This design comes from an exercise in tuning for small area and a short achievable clock period on the open sky130 flow, not from production work.
Where RTL was checked, it was by simulation tests only, not by an equivalence proof against the original.

==> flow/design.v (excerpt) <==
module fpu_top (
	input  logic             clk,
	input  logic             i_rst_n,
	input  logic [1:0]       i_op,
	input  logic [31:0]      i_a,
	input  logic [31:0]      i_b,
	output logic [31:0]      o_result
);
For scale: ~4800 cells after synthesis, roughly 100 I/O pins, roughly 0.030 mm^2 of cells after synthesis.
Settings: LEC_CHECK=0, ABC_AREA=1, CAP_MARGIN=20, CORE_MARGIN=2, CORE_UTILIZATION=40, SLEW_MARGIN=20; clock period 17.0 ns.
standard.sh (not shown) runs the stock make flow with config.mk's settings and CLKGATE_MAP_FILE= SYNTH_SCRIPT=/design/flow/synth_recipe.tcl, a recipe that flattens the netlist after the stock synthesis.
==> flow/flow/run.sh <==
#!/bin/bash
set -euo pipefail
ARGS=("SETUP_SLACK_MARGIN=6" "BUFFER_PORTS_ARGS=-buffer_cell sky130_fd_sc_hd__buf_2")
bash standard.sh "${ARGS[@]}" synth > flow_synth.log 2>&1
R=orfs/results/${FLOW_PLATFORM:-sky130hd}/fpu_top/base
cp "$R/1_2_yosys.v" "$R/1_2_yosys_std.v"
python3 flow/fixfa2.py "$R/1_2_yosys_std.v" "$R/1_2_yosys.v" > flow_fixfa.log 2>&1
touch "$R/1_2_yosys.v"
bash standard.sh "${ARGS[@]}" finish > flow_make.log 2>&1
Other scripts of this flow, unchanged in this note and not shown: flow/flow/fixfa2.py
Then changed:
--- a/flow/flow/run.sh
+++ b/flow/flow/run.sh
@@ -2,3 +2,3 @@
 set -euo pipefail
-ARGS=("SETUP_SLACK_MARGIN=6" "BUFFER_PORTS_ARGS=-buffer_cell sky130_fd_sc_hd__buf_2")
+ARGS=("SETUP_SLACK_MARGIN=6" "RECOVER_POWER=50" "BUFFER_PORTS_ARGS=-buffer_cell sky130_fd_sc_hd__buf_2")
 bash standard.sh "${ARGS[@]}" synth > flow_synth.log 2>&1
=> The new run completed, yet does not pass: capacitance limit, slew limit. Design area is about the same. Worst setup slack gets better by 0.016 ns.


fpu_top, a different RTL version from the one above (not shown whole).
Size: about 4400 cells after synthesis, ~100 I/O pins, about 28000 um2 of cells after synthesis.
==> flow/config.mk <==
export PLATFORM = sky130hd
export DESIGN_NAME = fpu_top
export DESIGN_NICKNAME = fpu_top
export VERILOG_FILES = /design/flow/design.v
export SDC_FILE = /design/flow/constraint.sdc
export NUM_CORES = 4
export LEC_CHECK = 0
export ABC_AREA = 1
export CAP_MARGIN = 20
export CORE_MARGIN = 2
export CORE_UTILIZATION = 40
export SLEW_MARGIN = 20
==> flow/constraint.sdc <==
create_clock -name core_clock -period 17.0 [get_ports {clk}]
set_input_delay 3.4000 -clock core_clock [delete_from_list [all_inputs] [get_ports {clk}]]
set_output_delay 3.4000 -clock core_clock [all_outputs]
set_load 0.01 [all_outputs]
==> flow/flow/run.sh <==
#!/bin/bash
set -euo pipefail
ARGS=("SETUP_SLACK_MARGIN=5.75" "BUFFER_PORTS_ARGS=-buffer_cell sky130_fd_sc_hd__buf_2")
bash standard.sh "${ARGS[@]}" synth > flow_synth.log 2>&1
R=orfs/results/${FLOW_PLATFORM:-sky130hd}/fpu_top/base
cp "$R/1_2_yosys.v" "$R/1_2_yosys_std.v"
python3 flow/fixfa2.py "$R/1_2_yosys_std.v" "$R/1_2_yosys.v" > flow_fixfa.log 2>&1
touch "$R/1_2_yosys.v"
bash standard.sh "${ARGS[@]}" finish > flow_make.log 2>&1
Other scripts of this flow, unchanged in this note and not shown: flow/flow/fixfa2.py
The baseline went through all stages and came out clean.
Rerun with:
--- a/flow/flow/run.sh
+++ b/flow/flow/run.sh
@@ -2,3 +2,3 @@
 set -euo pipefail
-ARGS=("SETUP_SLACK_MARGIN=5.75" "BUFFER_PORTS_ARGS=-buffer_cell sky130_fd_sc_hd__buf_2")
+ARGS=("SETUP_SLACK_MARGIN=5.5" "BUFFER_PORTS_ARGS=-buffer_cell sky130_fd_sc_hd__buf_2")
 bash standard.sh "${ARGS[@]}" synth > flow_synth.log 2>&1
Effect: Via count decreases slightly; clock-buffer cell count stays the same; final cell count goes down slightly.


== exp/juniper ==
RTL: one of the versions met above, not the one the previous note started from.
For scale: about 4800 cells after synthesis, about 30000 sq um of cells after synthesis.
export LEC_CHECK = 0
export ABC_AREA = 1
export CAP_MARGIN = 20
export CORE_MARGIN = 2
export CORE_UTILIZATION = 40
export SLEW_MARGIN = 20
create_clock -name core_clock -period 17.0 [get_ports {clk}]
==> flow/flow/run.sh <==
#!/bin/bash
set -euo pipefail
ARGS=("SETUP_SLACK_MARGIN=5.75" "BUFFER_PORTS_ARGS=-buffer_cell sky130_fd_sc_hd__buf_2")
bash standard.sh "${ARGS[@]}" synth > flow_synth.log 2>&1
R=orfs/results/${FLOW_PLATFORM:-sky130hd}/fpu_top/base
cp "$R/1_2_yosys.v" "$R/1_2_yosys_std.v"
python3 flow/fixfa2.py "$R/1_2_yosys_std.v" "$R/1_2_yosys.v" > flow_fixfa.log 2>&1
touch "$R/1_2_yosys.v"
bash standard.sh "${ARGS[@]}" finish > flow_make.log 2>&1
Other scripts of this flow, unchanged in this note and not shown: flow/flow/fixfa2.py
The flow did not stop early for exp/juniper: all stages ran, and the layout cleared the timing, design-rule and antenna checks.
Setup changes, exp/juniper to exp/amber
--- a/flow/flow/run.sh
+++ b/flow/flow/run.sh
@@ -1,5 +1,5 @@
 #!/bin/bash
 set -euo pipefail
-ARGS=("SETUP_SLACK_MARGIN=5.75" "BUFFER_PORTS_ARGS=-buffer_cell sky130_fd_sc_hd__buf_2")
+ARGS=("SETUP_SLACK_MARGIN=5.5" "BUFFER_PORTS_ARGS=-buffer_cell sky130_fd_sc_hd__buf_2")
 bash standard.sh "${ARGS[@]}" synth > flow_synth.log 2>&1
 R=orfs/results/${FLOW_PLATFORM:-sky130hd}/fpu_top/base
Results
- exp/amber finished every stage and its layout cleared the timing, design-rule and antenna checks.
- [exp/amber vs exp/juniper] first-iteration DRC count: higher in exp/amber
- In the flow results for exp/juniper and exp/amber, the critical path depth is larger on exp/juniper.
- Changes observed in exp/amber relative to exp/juniper: global-route wire length before repair fell by 0.44%, global-route usage fell by 0.17 points, cell area fell by 520 sq um.
Modified inputs, exp/sierra compared to exp/amber
--- a/flow/flow/run.sh
+++ b/flow/flow/run.sh
@@ -1,5 +1,5 @@
 #!/bin/bash
 set -euo pipefail
-ARGS=("SETUP_SLACK_MARGIN=5.5" "BUFFER_PORTS_ARGS=-buffer_cell sky130_fd_sc_hd__buf_2")
+ARGS=("SETUP_SLACK_MARGIN=6.5" "BUFFER_PORTS_ARGS=-buffer_cell sky130_fd_sc_hd__buf_2")
 bash standard.sh "${ARGS[@]}" synth > flow_synth.log 2>&1
 R=orfs/results/${FLOW_PLATFORM:-sky130hd}/fpu_top/base
==> run notes <==
Relative to exp/amber, the maximum frequency measured on exp/sierra has increased by a few percent. Cmp exp/amber and exp/sierra / via count / lower: exp/amber. exp/sierra: worst setup margin higher than exp/amber. exp/sierra completed end to end with timing, DRC and antenna clean. Diff exp/amber -> exp/sierra: first-pass GRT wire length rose 1.5%; wire length rose 7.0%.
--- input diff exp/sierra..exp/garnet ---
--- a/flow/flow/run.sh
+++ b/flow/flow/run.sh
@@ -1,5 +1,5 @@
 #!/bin/bash
 set -euo pipefail
-ARGS=("SETUP_SLACK_MARGIN=6.5" "BUFFER_PORTS_ARGS=-buffer_cell sky130_fd_sc_hd__buf_2")
+ARGS=("SETUP_SLACK_MARGIN=6.25" "BUFFER_PORTS_ARGS=-buffer_cell sky130_fd_sc_hd__buf_2")
 bash standard.sh "${ARGS[@]}" synth > flow_synth.log 2>&1
 R=orfs/results/${FLOW_PLATFORM:-sky130hd}/fpu_top/base
[summary]
Against exp/sierra, exp/garnet reports a layout buffering overhead excluding clock cells that is lower.
exp/sierra ended up with more cell instances than exp/garnet did.
In exp/garnet the transition time at the pin with the least slew margin turned out 140 ps higher than in exp/sierra.
Net count of the finished layout in exp/garnet is 74 lower than in exp/sierra
Compared with exp/sierra, the detailed router inserted fewer vias in exp/garnet.
The run showing the greater critical path depth is exp/garnet.
Effective utilization at floorplan of exp/sierra is on par with exp/garnet.


Another version of the RTL of fpu_top (not shown whole).
For scale: about 4,800 cells after synthesis, about 100 I/O pins, roughly 30,000 um2 of cells after synthesis.
==> flow/config.mk <==
export PLATFORM = sky130hd
export DESIGN_NAME = fpu_top
export DESIGN_NICKNAME = fpu_top
export VERILOG_FILES = /design/flow/design.v
export SDC_FILE = /design/flow/constraint.sdc
export NUM_CORES = 4
export LEC_CHECK = 0
export ABC_AREA = 1
export CAP_MARGIN = 20
export CORE_MARGIN = 2
export CORE_UTILIZATION = 40
export SLEW_MARGIN = 20
==> flow/constraint.sdc <==
create_clock -name core_clock -period 17.0 [get_ports {clk}]
set_input_delay 3.4000 -clock core_clock [delete_from_list [all_inputs] [get_ports {clk}]]
set_output_delay 3.4000 -clock core_clock [all_outputs]
set_load 0.01 [all_outputs]
==> flow/flow/run.sh <==
#!/bin/bash
set -euo pipefail
ARGS=("SETUP_SLACK_MARGIN=5.5" "BUFFER_PORTS_ARGS=-buffer_cell sky130_fd_sc_hd__buf_4")
bash standard.sh "${ARGS[@]}" synth > flow_synth.log 2>&1
R=orfs/results/${FLOW_PLATFORM:-sky130hd}/fpu_top/base
cp "$R/1_2_yosys.v" "$R/1_2_yosys_std.v"
python3 flow/fixfa2.py "$R/1_2_yosys_std.v" "$R/1_2_yosys.v" > flow_fixfa.log 2>&1
touch "$R/1_2_yosys.v"
bash standard.sh "${ARGS[@]}" finish > flow_make.log 2>&1
Other scripts of this flow, unchanged in this note and not shown: flow/flow/fixfa2.py
Edit:
--- a/flow/flow/run.sh
+++ b/flow/flow/run.sh
@@ -3 +3 @@
-ARGS=("SETUP_SLACK_MARGIN=5.5" "BUFFER_PORTS_ARGS=-buffer_cell sky130_fd_sc_hd__buf_4")
+ARGS=("SETUP_SLACK_MARGIN=6" "BUFFER_PORTS_ARGS=-buffer_cell sky130_fd_sc_hd__buf_2")
Result: First-iteration DRC count climbs by 5.9%. Via count climbs by 2.9%. Fmax climbs by 3.9%. Setup slack is better by 0.41 ns. Routed wire length climbs by 2.5%. Design area climbs by 5.4%. Global-route usage climbs by 0.67 points.
Edit:
--- a/flow/flow/run.sh
+++ b/flow/flow/run.sh
@@ -3 +3 @@
-ARGS=("SETUP_SLACK_MARGIN=6" "BUFFER_PORTS_ARGS=-buffer_cell sky130_fd_sc_hd__buf_2")
+ARGS=("SETUP_SLACK_MARGIN=5.5" "BUFFER_PORTS_ARGS=-buffer_cell sky130_fd_sc_hd__buf_2")
GPL_ROUTABILITY_DRIVEN = 0   (was default)
=> The changed run ran to the end with no violations; worst hold slack improves by 0.012 ns; via count is lower by 1.6%; setup slack is worse by 0.49 ns; core utilization shrinks by 2.6 points; routed wire length went down by about 5%; area after synthesis stays the same.
Edit:
GPL_ROUTABILITY_DRIVEN = default   (was 0)
Setup slack improved by 0.065 ns.
Wire length grows by about 2%.
Utilization hardly moves.
Synthesized cell count stays the same.
No run of this note included a check of the RTL's function; only the layout flow was run.

-- static timing again, ports no longer ideal --
Ports are ideal in the flow. The routed layouts listed here were re-timed in OpenROAD.
Step 1 assumes that a clkbuf_16 drives the clock port and a buf_2 every other input.
Step 2 adds t to the input delays and takes it off the output delays; t is the mean of the earliest and latest rising clock arrival at the registers after step 1. Input paths then give back, and output paths get back, about the clock's delay inside the block.
a / b / c = no drivers / after step 1 / after step 2; a / b = the first two.
run	t (ns)	slack for setup (ns)	clock arrival spread, ns	worst data-port slew with drivers (ns)	pins driven straight from the clock port
the first run of note 1	0.336	6.237 / 6.260 / 5.924	0.013 / 0.012	0.09	1
the second run of note 1	0.335	6.253 / 6.275 / 5.940	0.012 / 0.012	0.09	1
the first run of note 2	0.306	6.042 / 6.054 / 5.747	0.006 / 0.005	0.10	1
the second run of note 2	0.307	5.873 / 5.886 / 5.579	0.006 / 0.006	0.10	1
exp/juniper	0.334	6.050 / 6.076 / 5.742	0.012 / 0.012	0.09	1
exp/amber	0.330	5.806 / 5.829 / 5.500	0.013 / 0.013	0.09	1
exp/sierra	0.329	6.525 / 6.497 / 6.168	0.009 / 0.009	0.25	1
exp/garnet	0.336	6.406 / 6.386 / 6.051	0.011 / 0.011	0.24	1
the first run of note 4	0.307	5.854 / 5.864 / 5.556	0.005 / 0.005	0.05	1
the second run of note 4	0.307	6.269 / 6.279 / 5.972	0.006 / 0.006	0.06	1
the third run of note 4	0.304	5.779 / 5.791 / 5.486	0.012 / 0.011	0.04	1
the fourth run of note 4	0.306	5.844 / 5.854 / 5.548	0.007 / 0.007	0.04	1
For exp/sierra, which loses most, drivers alone change the setup slack by -0.028 ns; drivers and shift together by -0.357 ns.
